This is an optimization exercise on Yosys and OpenROAD, whose aim is small area, not a production implementation. RTL that was checked went through simulation tests only; none was proved equivalent to the original.

==> inputs of sierra <==
==> flow/design.v <==
`timescale 1ns/100ps
module pe_top (
	input logic clk,
	input logic rst,
	input logic i_pe_en,
	input logic [10:0] i_cfg,
	input logic [31:0] i_filter,
	input logic i_filter_valid,
	input logic [31:0] i_ifmap,
	input logic i_ifmap_valid,
	input logic [31:0] i_ipsum,
	input logic i_ipsum_valid,
	input logic i_opsum_ready,
	output logic o_filter_ready,
	output logic o_ifmap_ready,
	output logic o_ipsum_ready,
	output logic [31:0] o_opsum,
	output logic o_opsum_valid,
	output logic o_busy
);
	localparam logic [2:0] ST_IDLE = 3'd0;
	localparam logic [2:0] ST_LDW = 3'd1;    
	localparam logic [2:0] ST_LD = 3'd2;     
	localparam logic [2:0] ST_SLW = 3'd3;    
	localparam logic [2:0] ST_SL = 3'd4;     
	localparam logic [2:0] ST_CW = 3'd5;     
	localparam logic [2:0] ST_RUN = 3'd6;    
	localparam logic [2:0] ST_FIN = 3'd7;    
	logic [1:0] j, gb;
	logic [2:0] ga, pl;
	logic j_end, gb_end, plane_end, rev_end, plane_start;
	assign j_end = (j == 2'd3);
	assign gb_end = j_end && (gb == 2'd2);
	assign plane_end = gb_end && (ga == 3'd4);
	assign rev_end = plane_end && (pl == 3'd7);
	assign plane_start = (j == 2'd0) && (gb == 2'd0) && (ga == 3'd0);
	always_ff @(posedge clk or posedge rst) begin
		if (rst) begin
			j <= '0;
			gb <= '0;
			ga <= '0;
			pl <= '0;
		end else begin
			j <= j + 2'd1;
			if (j_end)
				gb <= (gb == 2'd2) ? 2'd0 : gb + 2'd1;
			if (gb_end)
				ga <= (ga == 3'd4) ? 3'd0 : ga + 3'd1;
			if (plane_end)
				pl <= pl + 3'd1;
		end
	end
	logic [1:0] kg, tg;
	assign kg = (ga == 3'd4) ? gb : ga[1:0];
	assign tg = (ga == 3'd4) ? 2'd3 : gb;
	logic [2:0] state;
	logic pend;
	logic [1:0] rs_m1, p_m1, q_m1;
	logic [4:0] colrem;
	logic [1:0] kk, tt;
	logic [2:0] cnt;
	logic ld_on, sl_on, run;
	logic fil_take, ifm_take, go;
	logic last_word, col_last;
	assign ld_on = (state == ST_LD) || ((state == ST_LDW) && plane_start && i_filter_valid);
	assign sl_on = (state == ST_SL) || ((state == ST_SLW) && (j == 2'd0) && (gb == 2'd0) && i_ifmap_valid);
	assign run = (state == ST_RUN) && !(pend && !go);
	assign go = pend && i_ipsum_valid && i_opsum_ready;
	assign o_opsum_valid = pend && i_ipsum_valid;
	assign o_ipsum_ready = pend && i_opsum_ready;
	assign fil_take = ((state == ST_LD) && plane_end && (cnt == 3'd7)) || (state == ST_FIN);
	assign ifm_take = ((state == ST_SL) && gb_end) || (state == ST_FIN);
	assign o_filter_ready = fil_take;
	assign o_ifmap_ready = ifm_take;
	assign o_busy = (state != ST_IDLE);
	assign last_word = (tt == rs_m1) ? ((kk + 2'd1 == p_m1) && (rs_m1 == 2'd0)) :
		((kk == p_m1) && (tt + 2'd1 == rs_m1));
	assign col_last = (colrem == 5'd0);
	always_ff @(posedge clk or posedge rst) begin
		if (rst) begin
			state <= ST_IDLE;
			pend <= 1'b0;
		end else begin
			if (go)
				pend <= 1'b0;
			case (state)
				ST_IDLE: begin
					pend <= 1'b0;
					if (i_pe_en) begin
						if (i_cfg[10:9] == 2'd0 && i_cfg[8:7] == 2'd0)
							state <= ST_CW;
						else
							state <= ST_LDW;
					end
				end
				ST_LDW: if (ld_on) state <= ST_LD;
				ST_LD: begin
					if (plane_end && cnt == 3'd7) begin
						if (last_word)
							state <= (rs_m1 == 2'd0) ? ST_CW : ST_SLW;
						else
							state <= ST_LDW;
					end
				end
				ST_SLW: if (sl_on) state <= ST_SL;
				ST_SL: begin
					if (gb_end) begin
						if (cnt != 3'd0 && cnt != 3'(rs_m1))
							state <= ST_SLW;
						else
							state <= ST_CW;
					end
				end
				ST_CW: begin
					if (rev_end && i_ifmap_valid && i_filter_valid)
						state <= ST_RUN;
				end
				ST_RUN: begin
					if (pend && !go)
						state <= ST_CW;
					else if (rev_end) begin
						pend <= 1'b1;
						if (kk != p_m1)
							state <= ST_RUN;
						else if (col_last)
							state <= ST_FIN;
						else
							state <= ST_SLW;
					end
				end
				ST_FIN: if (go) state <= ST_IDLE;
				default: state <= ST_IDLE;
			endcase
		end
	end
	always_ff @(posedge clk) begin
		case (state)
			ST_IDLE: begin
				rs_m1 <= i_cfg[10:9];
				p_m1 <= i_cfg[8:7];
				colrem <= i_cfg[6:2];
				q_m1 <= i_cfg[1:0];
				kk <= '0;
				tt <= '0;
				cnt <= '0;
			end
			ST_LD: begin
				if (plane_end) begin
					cnt <= cnt + 3'd1;
					if (cnt == 3'd7) begin
						if (tt == rs_m1) begin
							tt <= '0;
							kk <= kk + 2'd1;
						end else begin
							tt <= tt + 2'd1;
						end
						if (last_word) begin
							kk <= '0;
							cnt <= (rs_m1 == 2'd0) ? 3'd0 : 3'd1;
						end
					end
				end
			end
			ST_SL: begin
				if (gb_end)
					cnt <= (cnt == 3'(rs_m1)) ? 3'd0 : ((cnt == 3'd0) ? 3'd0 : cnt + 3'd1);
			end
			ST_RUN: begin
				if (rev_end && !(pend && !go)) begin
					if (kk != p_m1) begin
						kk <= kk + 2'd1;
					end else begin
						kk <= '0;
						colrem <= colrem - 5'd1;
					end
				end
			end
			default: ;
		endcase
	end
	logic [479:0] fr;
	logic [4:0] fsel;
	logic fport_bit;
	logic fin;
	assign fsel = {j, ~pl};
	assign fport_bit = i_filter[fsel];
	assign fin = (ld_on && kg == kk && tg == tt) ? fport_bit : fr[0];
	always_ff @(posedge clk)
		fr <= {fin, fr[479:1]};
	logic [7:0] xr [12];
	logic [7:0] xlane;
	logic [7:0] xin;
	assign xlane = i_ifmap[j*8 +: 8];
	assign xin = !sl_on ? xr[0] : ((gb == rs_m1 - 2'd1) ? xlane : xr[4]);
	always_ff @(posedge clk) begin
		for (int i = 0; i < 11; i++)
			xr[i] <= xr[i+1];
		xr[11] <= xin;
	end
	logic normal, special, xport, wport, wbit, sel, neg, first, dbl;
	logic [7:0] xbyte;
	logic signed [8:0] xs, term;
	logic signed [19:0] acc, acc_a, addend;
	assign normal = (kg == kk) && (tg <= rs_m1);
	assign special = (ga == 3'd0) && (gb == 2'd0) && (kk == 2'd3) && (rs_m1 == 2'd3);
	assign xport = (tg == rs_m1) || special;
	assign wport = (kk == p_m1) && xport;
	assign wbit = wport ? fport_bit : fr[0];
	assign xbyte = xport ? xlane : xr[0];
	assign sel = run && (normal || special) && (j <= q_m1) && wbit;
	assign neg = (pl == 3'd0);
	assign xs = $signed({~xbyte[7], ~xbyte[7], xbyte[6:0]});
	assign term = neg ? -xs : xs;
	assign addend = sel ? {{11{term[8]}}, term} : 20'sd0;
	assign first = run && plane_start && (pl == 3'd0);
	assign dbl = run && plane_start;
	assign acc_a = first ? 20'sd0 : (dbl ? (acc <<< 1) : acc);
	always_ff @(posedge clk)
		acc <= acc_a + addend;
	assign o_opsum = i_ipsum + {{12{acc[19]}}, acc};
endmodule
==> flow/run.sh <==
#!/bin/bash
# synth_recipe.tcl (not shown) runs the flow's synth.tcl, then flattens the netlist and writes it again
# the make line also repeats each setting of config.mk as NAME=value (left out here)
make -C /OpenROAD-flow-scripts/flow DESIGN_CONFIG=/design/flow/config.mk WORK_HOME=/design/flow/orfs CLKGATE_MAP_FILE= SYNTH_SCRIPT=/design/flow/synth_recipe.tcl finish
==> flow/config.mk <==
export PLATFORM = sky130hd
export DESIGN_NAME = pe_top
export DESIGN_NICKNAME = pe_top
export VERILOG_FILES = /design/flow/design.v
export SDC_FILE = /design/flow/constraint.sdc
export NUM_CORES = 4
export LEC_CHECK = 0
export CAP_MARGIN = 20
export CORE_MARGIN = 2
export CORE_UTILIZATION = 30
export PLACE_DENSITY = 0.4
export SLEW_MARGIN = 20
==> flow/constraint.sdc <==
create_clock -name core_clock -period 10.0 [get_ports {clk}]
set_input_delay 2.0000 -clock core_clock [delete_from_list [all_inputs] [get_ports {clk}]]
set_output_delay 2.0000 -clock core_clock [all_outputs]
set_load 0.01 [all_outputs]
==> maple (differences from sierra) <==
==> flow/design.v, changed modules only <==
module pe_top (
	input logic clk,
	input logic rst,
	input logic i_pe_en,
	input logic [10:0] i_cfg,
	input logic [31:0] i_filter,
	input logic i_filter_valid,
	input logic [31:0] i_ifmap,
	input logic i_ifmap_valid,
	input logic [31:0] i_ipsum,
	input logic i_ipsum_valid,
	input logic i_opsum_ready,
	output logic o_filter_ready,
	output logic o_ifmap_ready,
	output logic o_ipsum_ready,
	output logic [31:0] o_opsum,
	output logic o_opsum_valid,
	output logic o_busy
);
	localparam logic [2:0] ST_IDLE = 3'd0;
	localparam logic [2:0] ST_LDW = 3'd1;    
	localparam logic [2:0] ST_LD = 3'd2;     
	localparam logic [2:0] ST_SLW = 3'd3;    
	localparam logic [2:0] ST_SL = 3'd4;     
	localparam logic [2:0] ST_CW = 3'd5;     
	localparam logic [2:0] ST_RUN = 3'd6;    
	localparam logic [2:0] ST_FIN = 3'd7;    
	logic [1:0] j, gb;
	logic [2:0] ga, pl;
	logic j_end, gb_end, plane_end, rev_end, plane_start, win_start;
	assign j_end = (j == 2'd3);
	assign gb_end = j_end && (gb == 2'd2);
	assign plane_end = gb_end && (ga == 3'd4);
	assign rev_end = plane_end && (pl == 3'd7);
	assign win_start = (j == 2'd0) && (gb == 2'd0);
	assign plane_start = win_start && (ga == 3'd0);
	always_ff @(posedge clk or posedge rst) begin
		if (rst) begin
			j <= '0;
			gb <= '0;
			ga <= '0;
			pl <= '0;
		end else begin
			j <= j + 2'd1;
			if (j_end)
				gb <= (gb == 2'd2) ? 2'd0 : gb + 2'd1;
			if (gb_end)
				ga <= (ga == 3'd4) ? 3'd0 : ga + 3'd1;
			if (plane_end)
				pl <= pl + 3'd1;
		end
	end
	logic [1:0] kg, tg;
	assign kg = (ga == 3'd4) ? gb : ga[1:0];
	assign tg = (ga == 3'd4) ? 2'd3 : gb;
	logic [2:0] state;
	logic pend, csl;
	logic [1:0] rs_m1, p_m1, q_m1;
	logic [4:0] colrem;
	logic [1:0] kk, tt;
	logic ld_on, sl_on, sl_take, run, abort, rev_done;
	logic go, last_word, col_last, k_last;
	assign ld_on = (state == ST_LD) || ((state == ST_LDW) && plane_start && (pl == 3'd0) && i_filter_valid);
	assign sl_on = (state == ST_SL) || ((state == ST_SLW) && win_start && i_ifmap_valid) || csl;
	assign sl_take = sl_on && (gb == rs_m1 - 2'd1) && j_end;
	assign abort = (state == ST_RUN) && ((pend && !go) || !i_ifmap_valid ||
		(plane_start && (pl == 3'd0) && !i_ipsum_valid));
	assign run = (state == ST_RUN) && !(pend && !go);
	assign rev_done = (state == ST_RUN) && !abort && rev_end;
	assign k_last = (kk == p_m1);
	assign col_last = (colrem == 5'd0);
	assign go = pend && i_opsum_ready;
	assign o_opsum_valid = pend;
	assign o_ipsum_ready = (state == ST_RUN) && !abort && plane_start && (pl == 3'd7);
	assign o_filter_ready = ((state == ST_LD) && rev_end) || (state == ST_FIN);
	assign o_ifmap_ready = sl_take || (state == ST_FIN) ||
		(rev_done && k_last && !col_last && (rs_m1 == 2'd0));
	assign o_busy = (state != ST_IDLE);
	assign last_word = (tt == rs_m1) ? ((kk + 2'd1 == p_m1) && (rs_m1 == 2'd0)) :
		((kk == p_m1) && (tt + 2'd1 == rs_m1));
	always_ff @(posedge clk or posedge rst) begin
		if (rst) begin
			state <= ST_IDLE;
			pend <= 1'b0;
		end else begin
			if (go)
				pend <= 1'b0;
			case (state)
				ST_IDLE: begin
					pend <= 1'b0;
					if (i_pe_en) begin
						if (i_cfg[10:9] == 2'd0 && i_cfg[8:7] == 2'd0)
							state <= ST_CW;
						else
							state <= ST_LDW;
					end
				end
				ST_LDW: if (ld_on) state <= ST_LD;
				ST_LD: begin
					if (rev_end) begin
						if (last_word)
							state <= (rs_m1 == 2'd0) ? ST_CW : ST_SLW;
						else
							state <= ST_LDW;
					end
				end
				ST_SLW: if (sl_on) state <= ST_SL;
				ST_SL: begin
					if (sl_take)
						state <= (tt == rs_m1) ? ST_CW : ST_SLW;
				end
				ST_CW: begin
					if (rev_end && i_ifmap_valid && i_filter_valid)
						state <= ST_RUN;
				end
				ST_RUN: begin
					if (abort)
						state <= ST_CW;
					else if (rev_end) begin
						pend <= 1'b1;
						if (k_last && col_last)
							state <= ST_FIN;
					end
				end
				ST_FIN: if (go) state <= ST_IDLE;
				default: state <= ST_IDLE;
			endcase
		end
	end
	always_ff @(posedge clk) begin
		if (state == ST_IDLE || sl_take)
			csl <= 1'b0;
		else if (rev_done && k_last && !col_last && rs_m1 != 2'd0)
			csl <= 1'b1;
	end
	always_ff @(posedge clk) begin
		case (state)
			ST_IDLE: begin
				rs_m1 <= i_cfg[10:9];
				p_m1 <= i_cfg[8:7];
				colrem <= i_cfg[6:2];
				q_m1 <= i_cfg[1:0];
				kk <= '0;
				tt <= '0;
			end
			ST_LD: begin
				if (rev_end) begin
					if (tt == rs_m1) begin
						tt <= '0;
						kk <= kk + 2'd1;
					end else begin
						tt <= tt + 2'd1;
					end
					if (last_word) begin
						kk <= '0;
						tt <= 2'd1;
					end
				end
			end
			ST_SL: begin
				if (sl_take)
					tt <= tt + 2'd1;
			end
			ST_RUN: begin
				if (rev_done) begin
					if (!k_last) begin
						kk <= kk + 2'd1;
					end else begin
						kk <= '0;
						colrem <= colrem - 5'd1;
					end
				end
			end
			default: ;
		endcase
	end
	logic [479:0] fr;
	logic [4:0] fsel;
	logic fport_bit;
	logic fin;
	assign fsel = {j, ~pl};
	assign fport_bit = i_filter[fsel];
	assign fin = (ld_on && kg == kk && tg == tt) ? fport_bit : fr[0];
	always_ff @(posedge clk)
		fr <= {fin, fr[479:1]};
	logic [7:0] xr [12];
	logic [7:0] xlane;
	logic [7:0] xin;
	assign xlane = i_ifmap[j*8 +: 8];
	assign xin = !sl_on ? xr[0] : ((gb == rs_m1 - 2'd1) ? xlane : xr[4]);
	always_ff @(posedge clk) begin
		for (int i = 0; i < 11; i++)
			xr[i] <= xr[i+1];
		xr[11] <= xin;
	end
	logic normal, special, xport, wport, wbit, sel, neg, first, dbl;
	logic [7:0] xbyte, bv;
	logic bs, cin;
	logic [31:0] acc, acc_a, acc_n;
	assign normal = (kg == kk) && (tg <= rs_m1);
	assign special = (ga == 3'd0) && (gb == 2'd0) && (kk == 2'd3) && (rs_m1 == 2'd3);
	assign xport = (tg == rs_m1) || special;
	assign wport = (kk == p_m1) && xport;
	assign wbit = wport ? fport_bit : fr[0];
	assign xbyte = xport ? xlane : xin;
	assign sel = run && (normal || special) && (j <= q_m1) && wbit;
	assign neg = (pl == 3'd0);
	assign first = run && plane_start && (pl == 3'd0);
	assign dbl = run && plane_start;
	assign acc_a = first ? {7'd0, i_ipsum[31:7]} : (dbl ? {acc[30:0], i_ipsum[~pl]} : acc);
	assign bv = sel ? ({~xbyte[7], xbyte[6:0]} ^ {8{neg}}) : 8'd0;
	assign bs = bv[7];
	assign cin = sel && neg;
	logic [8:0] c;
	logic [4:0] blk;
	assign c[0] = cin;
	for (genvar i = 0; i < 8; i++) begin : g_lo
		assign acc_n[i] = acc_a[i] ^ bv[i] ^ c[i];
		assign c[i+1] = (acc_a[i] & bv[i]) | (c[i] & (acc_a[i] ^ bv[i]));
	end
	assign blk[0] = c[8];
	for (genvar b = 0; b < 4; b++) begin : g_blk
		logic [6:0] cc;
		logic [5:0] a;
		assign a = acc_a[8 + 6*b +: 6];
		assign cc[0] = blk[b];
		for (genvar i = 0; i < 6; i++) begin : g_bit
			assign acc_n[8 + 6*b + i] = a[i] ^ bs ^ cc[i];
			assign cc[i+1] = (a[i] & bs) | (cc[i] & (a[i] ^ bs));
		end
		assign blk[b+1] = bs ? (blk[b] || (|a)) : (blk[b] && (&a));
	end
	always_ff @(posedge clk)
		acc <= acc_n;
	assign o_opsum = acc;
endmodule
==> flow/flow/run.sh (new file) <==
#!/bin/bash
# Standard ORFS layout (the standard.sh), with two changes to how it is made:
#  * ports are buffered with sky130_fd_sc_hd__buf_1 instead of the flow's default pick
#  * clock tree from clkbuf_8 only, small sink clusters, no dummy loads
# The make output goes to standard.log here; ORFS's own logs are under orfs/logs.
set -euo pipefail
cd "$(dirname "$0")/.."
bash standard.sh \
	"BUFFER_PORTS_ARGS=-buffer_cell sky130_fd_sc_hd__buf_1" \
	"CTS_ARGS=-sink_clustering_enable -repair_clock_nets -dont_use_dummy_load -buf_list sky130_fd_sc_hd__clkbuf_8 -sink_clustering_size 20 -sink_clustering_max_diameter 60" \
	finish > standard.log 2>&1
==> flow/standard.sh (new file) <==
#!/bin/bash
# synth_recipe.tcl (not shown) runs the flow's synth.tcl, then flattens the netlist and writes it again
# the make line also repeats each setting of config.mk as NAME=value (left out here)
make -C /OpenROAD-flow-scripts/flow DESIGN_CONFIG=/design/flow/config.mk WORK_HOME=/design/flow/orfs CLKGATE_MAP_FILE= SYNTH_SCRIPT=/design/flow/synth_recipe.tcl "${@:-finish}"
--- a/flow/config.mk
+++ b/flow/config.mk
@@ -8,5 +8,5 @@
 export CAP_MARGIN = 20
 export CORE_MARGIN = 2
-export CORE_UTILIZATION = 30
-export PLACE_DENSITY = 0.4
+export CORE_UTILIZATION = 55
+export PLACE_DENSITY = 0.65
 export SLEW_MARGIN = 20
removed: flow/run.sh
==> impl_metrics.json <==
{
  "ys_types": 70,
  "via_per_inst": 4.13,
  "yosysSeqAreaShare": 0.714,
  "status": "complete, no violations",
  "core_area_um2": 59100,
  "synth_compound_area_frac": 0.0808
}
The numbers above come from sierra.

==> impl_metrics.json <==
{
  "status": "complete, no violations",
  "regArea_um2": 13000,
  "via_per_inst": 4.73,
  "nonClkBufAreaFrac": 0.0341,
  "core_area_um2": 29800,
  "htreeDepth": 2,
  "ys_types": 59,
  "yosysSeqAreaShare": 0.778,
  "crit_family": "adder cells",
  "synth_compound_area_frac": 0.0359,
  "grt_use_met2": 0.249,
  "drc": 0
}
The numbers above come from maple.

Function not checked in sierra: the RTL went through the layout flow alone.

[afterwards: timing with drivers on the ports]
How much do the figures lean on ideal ports? The routed layouts below were timed once more, with nothing changed but the port constraints.
Step 1 (the two cells are an assumption about what drives the block):
set clk [get_ports {clk}]
set_driving_cell -lib_cell sky130_fd_sc_hd__clkbuf_16 $clk
set_driving_cell -lib_cell sky130_fd_sc_hd__buf_2 [delete_from_list [all_inputs] $clk]
Step 2 also shifts input and output timing later by t, the mid clock arrival at the registers, as if the neighbouring blocks saw the same clock.
a / b / c = no drivers / after step 1 / after step 2; a / b = the first two.
| run | t (ns) | setup WS [ns] | hold WS [ns] | worst setup path after step 2 |
|---|---|---|---|---|
| sierra | 0.665 | 2.490 / 2.469 / 2.469 | 0.295 / 0.295 / 0.295 | input to output |
| maple | 0.582 | 0.928 / 0.948 / 0.366 | 0.287 / 0.287 / 0.287 | input to register |
After both steps setup and hold are still met in every run listed. The setup slack of maple, which loses most, moves by +0.020 ns with the drivers and by -0.562 ns with both steps.
